What follows belongs to an exercise in optimizing a design on an open flow for small area, a short achievable clock period and few clock cycles; a production flow would make more cautious choices.
In this exercise RTL edits were held to simulation tests only and were not proved equivalent to the original.

Setup of lane 1:
==> flow/design.v <==
module multicycle_processor (
  input  logic               clk,
  input  logic               reset,
  input  logic [31:0]        MemRD,
  output logic [31:0]        MemAdr,
  output logic [31:0]        MemWD,
  output logic               MemWE,
  output logic               InstrDone,
  input  logic [3:0]         DBtheReg,
  output logic [31:0]        DBtheRegVal
);
  localparam logic [1:0] ALU_ADD = 2'd0;
  localparam logic [1:0] ALU_SUB = 2'd1;
  localparam logic [1:0] ALU_AND = 2'd2;
  localparam logic [1:0] ALU_ORR = 2'd3;
  function automatic logic cond_pass(input logic [3:0] c, input logic [3:0] f);
    logic n, z, cf, v, r;
    n = f[3]; z = f[2]; cf = f[1]; v = f[0];
    case (c)
      4'h0: r = z;
      4'h1: r = !z;
      4'h2: r = cf;
      4'h3: r = !cf;
      4'h4: r = n;
      4'h5: r = !n;
      4'h6: r = v;
      4'h7: r = !v;
      4'h8: r = cf && !z;
      4'h9: r = !cf || z;
      4'hA: r = n == v;
      4'hB: r = n != v;
      4'hC: r = !z && (n == v);
      4'hD: r = z || (n != v);
      4'hE: r = 1'b1;
      default: r = 1'b0;
    endcase
    cond_pass = r;
  endfunction
  logic [31:0] pc_reg;     
  logic [31:0] ir;
  logic        iv;         
  logic        ipred;      
  logic        mv;         
  logic        mload;
  logic [3:0]  mrd;
  logic [31:0] dadr;
  logic [3:0]  nzcv;
  logic [31:0] rf_q [0:14];
  logic        rf_we;
  logic [3:0]  rf_wa;
  logic [31:0] rf_wd, rf_wdm;
  assign rf_wdm = reset ? 32'd0 : rf_wd;
  generate
    for (genvar gi = 0; gi < 15; gi++) begin : gen_rf
      logic [31:0] r_reg;
      always_ff @(posedge clk) begin
        if (reset || (rf_we && rf_wa == 4'(gi)))
          r_reg <= rf_wdm;
      end
      assign rf_q[gi] = r_reg;
    end
  endgenerate
  logic [3:0] cond, cmd, rn, rd, rm;
  logic [1:0] op;
  logic       ibit, sbit, ubit, lbit, link;
  assign cond = ir[31:28];
  assign op   = ir[27:26];
  assign ibit = ir[25];
  assign cmd  = ir[24:21];
  assign link = ir[24];
  assign ubit = ir[23];
  assign sbit = ir[20];
  assign lbit = ir[20];
  assign rn   = ir[19:16];
  assign rd   = ir[15:12];
  assign rm   = ir[3:0];
  logic is_dp, is_ls, is_b;
  assign is_dp = (op == 2'b00);
  assign is_ls = (op == 2'b01);
  assign is_b  = (op == 2'b10);
  logic       dp_ok;
  logic [1:0] dp_ctl;
  always_comb begin
    dp_ok  = 1'b1;
    dp_ctl = ALU_ADD;
    case (cmd)
      4'b0100: dp_ctl = ALU_ADD;
      4'b0010: dp_ctl = ALU_SUB;
      4'b0000: dp_ctl = ALU_AND;
      4'b1100: dp_ctl = ALU_ORR;
      default: dp_ok  = 1'b0;
    endcase
  end
  logic e_act, cond_e, e_dp, e_ls, e_bfail, e_bl, e_redirect, e_ls15;
  assign e_act      = iv && !mv;
  assign cond_e     = cond_pass(cond, nzcv);
  assign e_dp       = e_act && cond_e && is_dp && dp_ok;
  assign e_ls       = e_act && cond_e && is_ls;
  assign e_bfail    = e_act && is_b && ipred && !cond_e;
  assign e_bl       = e_act && is_b && ipred && cond_e && link;
  assign e_redirect = (e_dp && rd == 4'd15) || e_bfail;
  assign e_ls15     = e_ls && rd == 4'd15;
  logic [31:0] pc_plus4, r15_e;
  assign pc_plus4 = pc_reg + 32'd4;
  assign r15_e    = is_b ? pc_reg : pc_plus4;
  logic [3:0]  ra2;
  logic [31:0] rd1, rd2;
  assign ra2 = mv ? mrd : rm;
  assign rd1 = (is_b || rn == 4'd15) ? r15_e : rf_q[rn];
  assign rd2 = (ra2 == 4'd15) ? pc_plus4 : rf_q[ra2];
  assign DBtheRegVal = rf_q[(DBtheReg == 4'd15) ? 4'd14 : DBtheReg];
  logic [5:0]  rot;
  logic [31:0] imm8, rot_imm, imm12, br_back;
  assign rot     = {1'b0, ir[11:8], 1'b0};
  assign imm8    = {24'd0, ir[7:0]};
  assign rot_imm = (imm8 >> rot) | (imm8 << (6'd32 - rot));
  assign imm12   = {20'd0, ir[11:0]};
  assign br_back = {~{{6{ir[23]}}, ir[23:0]}, 2'b00};
  logic [31:0] alu_a, alu_b, alu_bx, alu_y;
  logic [1:0]  alu_ctl;
  logic [32:0] alu_sum;
  logic        alu_arith, alu_sub;
  logic [3:0]  alu_flags;
  always_comb begin
    alu_a = rd1;
    if (is_dp)      alu_b = ibit ? rot_imm : rd2;
    else if (is_ls) alu_b = imm12;
    else            alu_b = br_back;
    if (is_dp)      alu_ctl = dp_ctl;
    else if (is_ls) alu_ctl = ubit ? ALU_ADD : ALU_SUB;
    else            alu_ctl = ALU_ADD;
    alu_sub   = (alu_ctl == ALU_SUB);
    alu_arith = (alu_ctl == ALU_ADD) || alu_sub;
    alu_bx    = alu_sub ? ~alu_b : alu_b;
    alu_sum   = {1'b0, alu_a} + {1'b0, alu_bx} + {32'd0, alu_sub};
    case (alu_ctl)
      ALU_AND: alu_y = alu_a & alu_b;
      ALU_ORR: alu_y = alu_a | alu_b;
      default: alu_y = alu_sum[31:0];
    endcase
    alu_flags = {alu_y[31], (alu_y == 32'd0), alu_arith & alu_sum[32],
                 alu_arith & ~(alu_a[31] ^ alu_bx[31]) & (alu_a[31] ^ alu_sum[31])};
  end
  logic [3:0]  f_cond;
  logic        f_isb, f_flags_busy, f_take;
  logic [31:0] f_target;
  assign f_cond       = MemRD[31:28];
  assign f_isb        = (MemRD[27:26] == 2'b10);
  assign f_flags_busy = iv && is_dp && sbit;
  assign f_take       = f_isb &&
                        (f_flags_busy ? (f_cond != 4'hF) : cond_pass(f_cond, nzcv));
  assign f_target     = pc_reg + 32'd8 + {{6{MemRD[23]}}, MemRD[23:0], 2'b00};
  always_comb begin
    rf_we = 1'b0;
    rf_wa = rd;
    rf_wd = alu_y;
    if (mv) begin
      rf_we = mload && mrd != 4'd15;
      rf_wa = mrd;
      rf_wd = MemRD;
    end else if (e_dp) begin
      rf_we = (rd != 4'd15);
    end else if (e_bl) begin
      rf_we = 1'b1;
      rf_wa = 4'd14;
    end
  end
  always_ff @(posedge clk) begin
    dadr  <= alu_y;
    mrd   <= rd;
    mload <= lbit;
    if (reset) begin
      pc_reg <= 32'd0;
      iv     <= 1'b0;
      ipred  <= 1'b0;
      mv     <= 1'b0;
      nzcv   <= 4'd0;
    end else if (mv) begin
      mv <= 1'b0;
      if (mload && mrd == 4'd15) pc_reg <= MemRD;
    end else begin
      mv <= e_ls;
      if (e_dp && sbit) nzcv <= alu_flags;
      if (e_redirect) begin
        iv     <= 1'b0;
        pc_reg <= alu_y;
      end else if (e_ls15) begin
        iv     <= 1'b0;
      end else begin
        iv     <= 1'b1;
        ir     <= MemRD;
        ipred  <= f_take;
        pc_reg <= f_take ? f_target : pc_plus4;
      end
    end
  end
  assign MemAdr    = mv ? dadr : pc_reg;
  assign MemWD     = rd2;
  assign MemWE     = mv && !mload && !reset;
  assign InstrDone = !reset && (mv || (e_act && !e_ls));
endmodule
export LEC_CHECK = 0
export ABC_AREA = 1
export CAP_MARGIN = 20
export CORE_MARGIN = 2
export CORE_UTILIZATION = 40
export CTS_BUF_LIST = sky130_fd_sc_hd__clkbuf_16
export CTS_CLUSTER_DIAMETER = 80
export CTS_CLUSTER_SIZE = 25
export SETUP_SLACK_MARGIN = 4
export SLEW_MARGIN = 20
create_clock -name core_clock -period 10.0 [get_ports {clk}]
run.sh (not shown) runs the stock make flow with config.mk's settings and CLKGATE_MAP_FILE= SYNTH_SCRIPT=/design/flow/synth_recipe.tcl, a recipe that flattens the netlist after the stock synthesis.
Testbench counts of lane 1, summed over its fixed seeds: cycles 19,026.
> inputs changed (lane 1 -> lane 5)
-- flow/design.v --
<<< lane 1, line 109
  assign rd1 = (is_b || rn == 4'd15) ? r15_e : rf_q[rn];
  assign rd2 = (ra2 == 4'd15) ? pc_plus4 : rf_q[ra2];
  assign DBtheRegVal = rf_q[(DBtheReg == 4'd15) ? 4'd14 : DBtheReg];
  logic [5:0]  rot;
  logic [31:0] imm8, rot_imm, imm12, br_back;
>>> lane 5, line 109
  assign rd1 = (is_b || rn == 4'd15) ? r15_e : rf_q[rn];
  assign rd2 = (ra2 == 4'd15) ? pc_plus4 : rf_q[ra2];
  assign DBtheRegVal = (DBtheReg == 4'd15) ? pc_reg : rf_q[DBtheReg];
  logic [5:0]  rot;
  logic [31:0] imm8, rot_imm, imm12, br_back;
<<< lane 1, line 148
  assign f_isb        = (MemRD[27:26] == 2'b10);
  assign f_flags_busy = iv && is_dp && sbit;
  assign f_take       = f_isb &&
                        (f_flags_busy ? (f_cond != 4'hF) : cond_pass(f_cond, nzcv));
  assign f_target     = pc_reg + 32'd8 + {{6{MemRD[23]}}, MemRD[23:0], 2'b00};
  always_comb begin
    rf_we = 1'b0;
>>> lane 5, line 148
  assign f_isb        = (MemRD[27:26] == 2'b10);
  assign f_flags_busy = iv && is_dp && sbit;
  logic f_sub_busy, f_z;
  assign f_sub_busy   = f_flags_busy && cmd == 4'b0010;
  assign f_z          = cond_e ? (alu_a == alu_b) : nzcv[2];
  assign f_take       = f_isb &&
                        (!f_flags_busy                  ? cond_pass(f_cond, nzcv) :
                         f_sub_busy && f_cond == 4'h0   ? f_z :
                         f_sub_busy && f_cond == 4'h1   ? !f_z :
                                                          (f_cond != 4'hF));
  logic [29:0] f_word;
  assign f_word       = pc_plus4[31:2] + {{6{MemRD[23]}}, MemRD[23:0]} + 30'd1;
  assign f_target     = {f_word, pc_reg[1:0]};
  always_comb begin
    rf_we = 1'b0;
Findings:
- Lane 5 falls short of lane 1 in largest voltage drop on the vdd net.
- Number of cells on the worst reg-to-reg path came out higher on lane 5 than on lane 1.
- Looking at most common cell after layout, fill and taps aside, the sky130_fd_sc_hd__nand2_1 result is from lane 1; the sky130_fd_sc_hd__inv_1 one comes from lane 5.
- The final layout from lane 1, which completed every stage, passed the timing, DRC and antenna checks at the end of the flow.
- Lane 5 was carried through to the last stage, and its layout satisfied the timing, DRC and antenna checks.
- On lane 5: final wirelength is about 5.5% lower than what lane 1 gave.
- The run showing the greater final area is lane 5.
- Compared with lane 1, lane 5 shows a lower hold slack.
- Comparing lane 1 and lane 5, TritonCTS buffer count is higher on lane 1.
- In lane 5, total of clock buffers placed in the layout is lower than in lane 1.
Testbench counts of lane 5, summed over its fixed seeds: cycles 18,726.

-- afterwards: timing with drivers on the ports --
The flow's constraints put no driver on any port. The routed layouts listed below were extracted and timed again, unchanged, in two steps. Step 1: set_driving_cell puts a clkbuf_16 on clk and a buf_2 on each other input, an assumption about the parent block. Step 2, shift: input delay + t, output delay - t, t = (earliest + latest rising clock arrival at the registers) / 2. This alone moves slack from input paths to output paths. Slacks: ideal / step 1 / step 2; pairs: ideal / step 1.
| run | t (ns) | slack for setup (ns) | worst setup path at the end | worst slew at a driven data input, ns | cell pins on the clock port's net |
|---|---|---|---|---|---|
| lane 1 | 0.739 | 3.936 / 3.918 / 3.502 | input to register | 0.06 | 1 |
| lane 5 | 0.697 | 3.802 / 3.727 / 3.694 | input to register | 0.16 | 1 |
After both steps every run listed still meets setup and hold. The setup slack of lane 1, which loses most, moves by -0.018 ns with the drivers and by -0.434 ns with both steps.
